What follows belongs to an exercise in optimizing a design on an open flow for small area, a short achievable clock period and few clock cycles per item; a production flow would make more cautious choices.
In this exercise RTL edits were held to simulation tests only and were not proved equivalent to the original.
Power figures rest on the tool's default switching activity, not on a simulated workload.

--- flow/run.sh ---
#!/bin/bash
# synth_recipe.tcl (not shown) runs the flow's synth.tcl, then flattens the netlist and writes it again
# the make line also repeats each setting of config.mk as NAME=value (left out here)
make -C /OpenROAD-flow-scripts/flow DESIGN_CONFIG=/design/flow/config.mk WORK_HOME=/design/flow/orfs CLKGATE_MAP_FILE= SYNTH_SCRIPT=/design/flow/synth_recipe.tcl finish
--- flow/config.mk ---
export PLATFORM = sky130hd
export DESIGN_NAME = aes256_key_expand
export DESIGN_NICKNAME = aes256_key_expand
export VERILOG_FILES = /design/flow/design.v
export SDC_FILE = /design/flow/constraint.sdc
export NUM_CORES = 4
export LEC_CHECK = 0
export CAP_MARGIN = 20
export CORE_MARGIN = 2
export CORE_UTILIZATION = 25
export PLACE_DENSITY = 0.5
export SLEW_MARGIN = 20
--- flow/constraint.sdc ---
create_clock -name core_clock -period 6.0 [get_ports {clk}]
set_input_delay 1.2000 -clock core_clock [delete_from_list [all_inputs] [get_ports {clk}]]
set_output_delay 1.2000 -clock core_clock [all_outputs]
set_load 0.01 [all_outputs]
--- flow/design.v ---
`default_nettype none
package aes_pkg;
  localparam logic [7:0] RCON_INIT = 8'h01;
  localparam logic [2047:0] SBOX_TBL = {
    128'h637c777bf26b6fc53001672bfed7ab76,
    128'hca82c97dfa5947f0add4a2af9ca472c0,
    128'hb7fd9326363ff7cc34a5e5f171d83115,
    128'h04c723c31896059a071280e2eb27b275,
    128'h09832c1a1b6e5aa0523bd6b329e32f84,
    128'h53d100ed20fcb15b6acbbe394a4c58cf,
    128'hd0efaafb434d338545f9027f503c9fa8,
    128'h51a3408f929d38f5bcb6da2110fff3d2,
    128'hcd0c13ec5f974417c4a77e3d645d1973,
    128'h60814fdc222a908846eeb814de5e0bdb,
    128'he0323a0a4906245cc2d3ac629195e479,
    128'he7c8376d8dd54ea96c56f4ea657aae08,
    128'hba78252e1ca6b4c6e8dd741f4bbd8b8a,
    128'h703eb5664803f60e613557b986c11d9e,
    128'he1f8981169d98e949b1e87e9ce5528df,
    128'h8ca1890dbfe6426841992d0fb054bb16
  };
  typedef enum logic [1:0] {
    IDLE  = 2'd0,
    GEN   = 2'd1,
    DRAIN = 2'd2
  } state_t;
  function automatic logic [7:0] sbox(input logic [7:0] b);
    logic [10:0] idx;
    idx = {~b, 3'b000};
    sbox = SBOX_TBL[idx +: 8];
  endfunction
  function automatic logic [7:0] xtime(input logic [7:0] b);
    xtime = {b[6:0], 1'b0} ^ (b[7] ? 8'h1b : 8'h00);
  endfunction
  function automatic int nr_from_nk(input int nk);
    nr_from_nk = nk + 6;
  endfunction
endpackage
`default_nettype wire
`default_nettype none
module aes_subword
(
  input  logic [31:0] i_word,
  output logic [31:0] o_word
);
  for (genvar b = 0; b < 4; b++) begin : g_byte
    assign o_word[8*b +: 8] = aes_pkg::sbox(i_word[8*b +: 8]);
  end
endmodule
`default_nettype wire
`default_nettype none
module aes_key_expand
#(
  parameter int NK = 4
) (
  input  logic            clk,
  input  logic            reset,
  input  logic            start,
  input  logic [32*NK-1:0] key_in,
  output logic            busy,
  output logic            rk_valid,
  input  logic            rk_ready,
  output logic [3:0]      rk_round,
  output logic [31:0]     k0_out,
  output logic [31:0]     k1_out,
  output logic [31:0]     k2_out,
  output logic [31:0]     k3_out,
  output logic            done
);
  localparam int NR = aes_pkg::nr_from_nk(NK);
  localparam int NW = 4 * (NR + 1);
  aes_pkg::state_t            r_state;
  logic [32*NK-1:0]  r_win;
  logic [95:0]       r_asm;
  logic [5:0]        r_idx;
  logic [2:0]        r_mod;
  logic [3:0]        r_grp;
  logic [7:0]        r_rcon;
  logic [31:0] w_old, w_prev, w_sub_in, w_sub_out, w_temp, w_new;
  logic        w_copy, w_use_rcon, w_fourth, w_stall, w_adv;
  assign w_old      = r_win[32*NK-1 -: 32];
  assign w_prev     = r_win[31:0];
  assign w_copy     = (r_idx < 6'(NK));
  assign w_use_rcon = !w_copy && (r_mod == 3'd0);
  assign w_sub_in   = (r_mod == 3'd0) ? {w_prev[23:0], w_prev[31:24]} : w_prev;
  aes_subword u_subword (
    .i_word (w_sub_in),
    .o_word (w_sub_out)
  );
  always_comb begin
    w_temp = w_prev;
    if (w_use_rcon)
      w_temp = w_sub_out ^ {r_rcon, 24'h0};
    else if (NK == 8 && r_mod == 3'd4)
      w_temp = w_sub_out;
  end
  assign w_new    = w_copy ? w_old : (w_old ^ w_temp);
  assign w_fourth = (r_idx[1:0] == 2'd3);
  assign w_stall  = w_fourth && rk_valid && !rk_ready;
  assign w_adv    = (r_state == aes_pkg::GEN) && !w_stall;
  always_ff @(posedge clk) begin
    if (reset) begin
      r_state  <= aes_pkg::IDLE;
      r_win    <= '0;
      r_asm    <= '0;
      r_idx    <= '0;
      r_mod    <= '0;
      r_grp    <= '0;
      r_rcon   <= aes_pkg::RCON_INIT;
      busy     <= 1'b0;
      rk_valid <= 1'b0;
      rk_round <= '0;
      k0_out   <= '0;
      k1_out   <= '0;
      k2_out   <= '0;
      k3_out   <= '0;
      done     <= 1'b0;
    end else begin
      done <= 1'b0;
      if (rk_valid && rk_ready)
        rk_valid <= 1'b0;
      case (r_state)
        aes_pkg::IDLE: begin
          if (start) begin
            r_win   <= key_in;
            r_idx   <= '0;
            r_mod   <= '0;
            r_grp   <= '0;
            r_rcon  <= aes_pkg::RCON_INIT;
            busy    <= 1'b1;
            r_state <= aes_pkg::GEN;
          end
        end
        aes_pkg::GEN: begin
          if (w_adv) begin
            r_win <= {r_win[32*NK-33:0], w_new};
            r_idx <= r_idx + 6'd1;
            r_mod <= (r_mod == 3'(NK-1)) ? 3'd0 : r_mod + 3'd1;
            if (w_use_rcon)
              r_rcon <= aes_pkg::xtime(r_rcon);
            if (w_fourth) begin
              k0_out   <= r_asm[95:64];
              k1_out   <= r_asm[63:32];
              k2_out   <= r_asm[31:0];
              k3_out   <= w_new;
              rk_valid <= 1'b1;
              rk_round <= r_grp;
              r_grp    <= r_grp + 4'd1;
            end else begin
              r_asm <= {r_asm[63:0], w_new};
            end
            if (r_idx == 6'(NW-1))
              r_state <= aes_pkg::DRAIN;
          end
        end
        aes_pkg::DRAIN: begin
          if (rk_valid && rk_ready) begin
            busy    <= 1'b0;
            done    <= 1'b1;
            r_state <= aes_pkg::IDLE;
          end
        end
        default: r_state <= aes_pkg::IDLE;
      endcase
    end
  end
endmodule
`default_nettype wire
`default_nettype none
module aes256_key_expand (
  input  logic         clk,
  input  logic         reset,
  input  logic         start,
  input  logic [255:0] key_in,
  output logic         busy,
  output logic         rk_valid,
  input  logic         rk_ready,
  output logic [3:0]   rk_round,
  output logic [31:0]  k0_out,
  output logic [31:0]  k1_out,
  output logic [31:0]  k2_out,
  output logic [31:0]  k3_out,
  output logic         done
);
  aes_key_expand #(.NK(8)) u_core (
    .clk      (clk),
    .reset    (reset),
    .start    (start),
    .key_in   (key_in),
    .busy     (busy),
    .rk_valid (rk_valid),
    .rk_ready (rk_ready),
    .rk_round (rk_round),
    .k0_out   (k0_out),
    .k1_out   (k1_out),
    .k2_out   (k2_out),
    .k3_out   (k3_out),
    .done     (done)
  );
endmodule
`default_nettype wire
==> run summary <==
[stage by stage]
stage | total power (uW) | instance area, um^2 | setup slack [ns] | hold WS (ns) | util, %
floorplan | 6310 | 35000 | 2.03 | 0.432 | -
CTS | 11600 | 42900 | 0.883 | 0.455 | 30.9
finish | 11700 | 43000 | 0.699 | 0.453 | 30.9
global route | 12100 | 43000 | 0.508 | 0.468 | 30.9
global placement | 8280 | 41100 | 0.715 | 0.441 | 29.6
detailed placement | 8190 | 41200 | 0.917 | 0.446 | 29.6
[critical path: stages, from the launching register on]
cell       delay, ns
dfxtp_1         0.37
inv_1           0.06
ha_2            0.27
nand2b_4        0.35
buf_4           0.34
mux2_2          0.52
inv_2           0.19
buf_4           0.28
ha_1            0.41
o211ai_1        0.31
a21boi_0        0.27
o2111ai_1       0.24
o311ai_0        0.17
o2111ai_1       0.21
o311ai_1        0.21
xnor2_1         0.26
nor2_1          0.41
a2bb2oi_1       0.22
nor2_1          0.05
[flip-flops by register name (all words and copies together), names as in the netlist, 3 cells and up]
| register | cells |
|---|---|
| u_core.r_asm | 96 |
| u_core.r_rcon | 8 |
| u_core.k3_out | 32 |
| u_core.r_grp | 4 |
| u_core.r_idx | 6 |
| u_core.k2_out | 32 |
| u_core.r_mod | 3 |
| u_core.k1_out | 32 |
| u_core.rk_round | 4 |
| u_core.k0_out | 32 |
| u_core.r_win | 256 |
[area by class of cell]
type,instances,area [um^2],share of cell area [%]
clock inverter,26,253,0.588
sequential,510,10200,23.8
clock buffer,73,1510,3.52
timing repair buffer,643,6040,14.1
tap,1876,2350,5.46
antenna,2,5.00,0.0117
inverter,39,146,0.341
multi-input combinational,3902,22400,52.2
[power breakdown]
part           total, uW  leakage (uW)  switching (uW)  internal (uW)
Clock               3390      0.000876            1520           1870
Sequential          3860       0.00418             257           3600
Combinational       4460       0.00966            3060           1400
[how the worst max path moves through the flow]
stage,startpoint,endpoint,slack [ns],depth (start not counted)
final,u_core.r_mod[0],u_core.r_win[21],0.70,18
after global routing,u_core.r_mod[0],u_core.r_win[16],0.51,19
after CTS,u_core.r_mod[0],u_core.r_win[21],0.88,18
after detailed placement,u_core.r_mod[0],u_core.r_win[21],0.92,18
after global placement,u_core.r_mod[0],u_core.r_win[3],0.71,13
after floorplan,u_core.r_mod[0],u_core.r_win[26],2.03,19
[cells in the mapped netlist (all sizes together) (33+ instances only)]
master / count / area, um^2
a311oi: 261 / 2290
nand3: 107 / 536
o2111ai: 33 / 289
o211ai: 92 / 691
dfxtp: 510 / 10200
mux2i: 61 / 677
clkbuf: 338 / 1270
nand2b: 37 / 231
a211oi: 91 / 718
nand2: 1086 / 4080
nor2: 525 / 1980
o21ai: 300 / 1510
a31oi: 78 / 500
a21oi: 473 / 2420
o311ai: 38 / 333
buf: 199 / 1120
inv: 38 / 143
o221ai: 42 / 368
nor3: 72 / 385
ha: 37 / 463
a221oi: 46 / 409
[per-layer routing]
| metal | vias to the layer above | global-route usage [%] |
|---|---|---|
| li1 | 18600 | - |
| met3 | 511 | 5.00 |
| met2 | 2497 | 42.7 |
| met4 | 12 | 11.1 |
| met5 | - | 0 |
| met1 | 20600 | 37.7 |
[kinds of logic (layout without fill, tap and decap cells)]
kind of cell | after synthesis | in the layout | synth area share (%)
and+or+nand+nor | 2001 | 2001 | 24.2
AOI/OAI and AO/OA | 1710 | 1710 | 33.4
buffers and inverters | 576 | 781 | 7.26
DFF | 510 | 510 | 29.2
muxes | 95 | 95 | 3.18
xor gates and xnor gates | 59 | 59 | 1.48
adders and majority gates | 37 | 37 | 1.32
other | 0 | 2 | 0
==> out/metrics.cfg <==
[status]
status=finished clean

[cts]
cts_tree=built
clock_latency_ns=0.64
ctsHtreeMaxLevel=2
cts_buffers=53
cts_hold_buf=0
clk_pin_slew_ns=0.07
cts_setup_buffers=0
clk_path_buf_depth=3
ctsResizeCount=0
cts.sinks=510
clock-root-buffer=clkbuf_16

[die]
initial_utilization_pct=25.1
die_w_um=378
die_area_um2=143000
fp-row-count=137
core_um2=139000
io_pins=395
die_y_um=378

[setup_path]
r2r-start=u_core.r_mod[0]
reg2reg_setup_slack_ns=0.70
end_kind=flip-flop
reg2reg_depth=18
cp_max_fo=23
required_ns=6.49
crit_type=reg2reg
cp.arrival_ns=5.79
timing.rr.end=u_core.r_win[21]
startpoint_type=flip-flop

[drt]
num_vias=42100
dr_wl_met2_mm=90.9
drt-met1-wl_mm=87.8
detail_route.vias_per_cell=5.96
first_pass_iters=6
drtAntennaViolNets=0
drtIter0Drc=5655
wire_per_inst_um=29.3
dr.max_layer_used=met5
met3_length_mm=18.5
drc_errors=0
routed_wl_mm=207

[global_routing]
grt_max_degree=184
grt_pass1_vias=39300
gr-total-overflow=0
grt_use_total_pct=27.6
grt_pass1_wl_mm=294
antenna_found_initial=10

[logic_synthesis]
synthArstFlopShare_pct=0
synth-main-ff-cell=dfxtp_1
yosysSeqAreaShare_pct=29.2
synth.avg_cell_area_um2=7.01
yosysUniqueCellTypes=98
syn_nets=5285
synth_area_um2=35000
synth_seq_cells=510
syn_inst=4988
synth_edf_count=0
synth_warnings=2

[timing]
fmax_ghz=0.189
final.min_clock_period_ns=5.30
setup_viol=0
slew_headroom_pct=21.1
hold_viol_final=0
rsz0062_at_grt=false
tightest_slew_ns=1.18
fin_tns_setup_ns=0
period_share_pct=88.3
fin_skew_ns=0.0299
slew_violations=0

[worst_hold_path]
worstHoldEndpoint=u_core.k0_out[9]
min_path_cells=2
hold_start=u_core.r_asm[73]
hold_class=reg2reg

[cells_and_area]
layout_commonest_cell=nand2_1
fin_cells=7071
num-nets-final=5446
final_cell_mix=1084 x nand2_1, 520 x nor2_1, 510 x dfxtp_1
layout-drive-gt1-share_pct=9.11
fillCellCount=15500
syn_to_final_growth_pct=22.8

[place]
portBuffers=394
placed_cells=6970
place_congestion=1.03
dp_hpwl_mm=152

[power]
power_density_nw_per_um2=272
leakage_uw=0.0147
peakVddDrop_mv=0.185

[run]
cap_violations=0

Testbench counts, summed over its fixed seeds: cycles 11,904, keys 192.

## re-timing with driven ports
How much do the figures lean on ideal ports? The routed layout below was timed once more, with nothing changed but the port constraints. Step 1 sets driving cells, clkbuf_16 on the clock port and buf_2 on the other inputs (assumed; they add their load-dependent delay and slew). Step 2 times the ports against the registers' clock, not the clock port: input delays grow and output delays shrink by t, the midpoint of the rising clock arrivals with the driver on. a / b / c = ideal / step 1 / step 2; a / b = the first two.
shift t [ns]: 0.692
setup slack, ns: 0.699 / 0.699 / 0.699
hold slack, ns: 0.453 / 0.453 / 0.453
worst register clock-pin slew, ns: 0.07 / 0.07
After both steps this run still meets setup and hold. For this run, drivers alone change the setup slack by 0.000 ns; drivers and shift together by 0.000 ns.
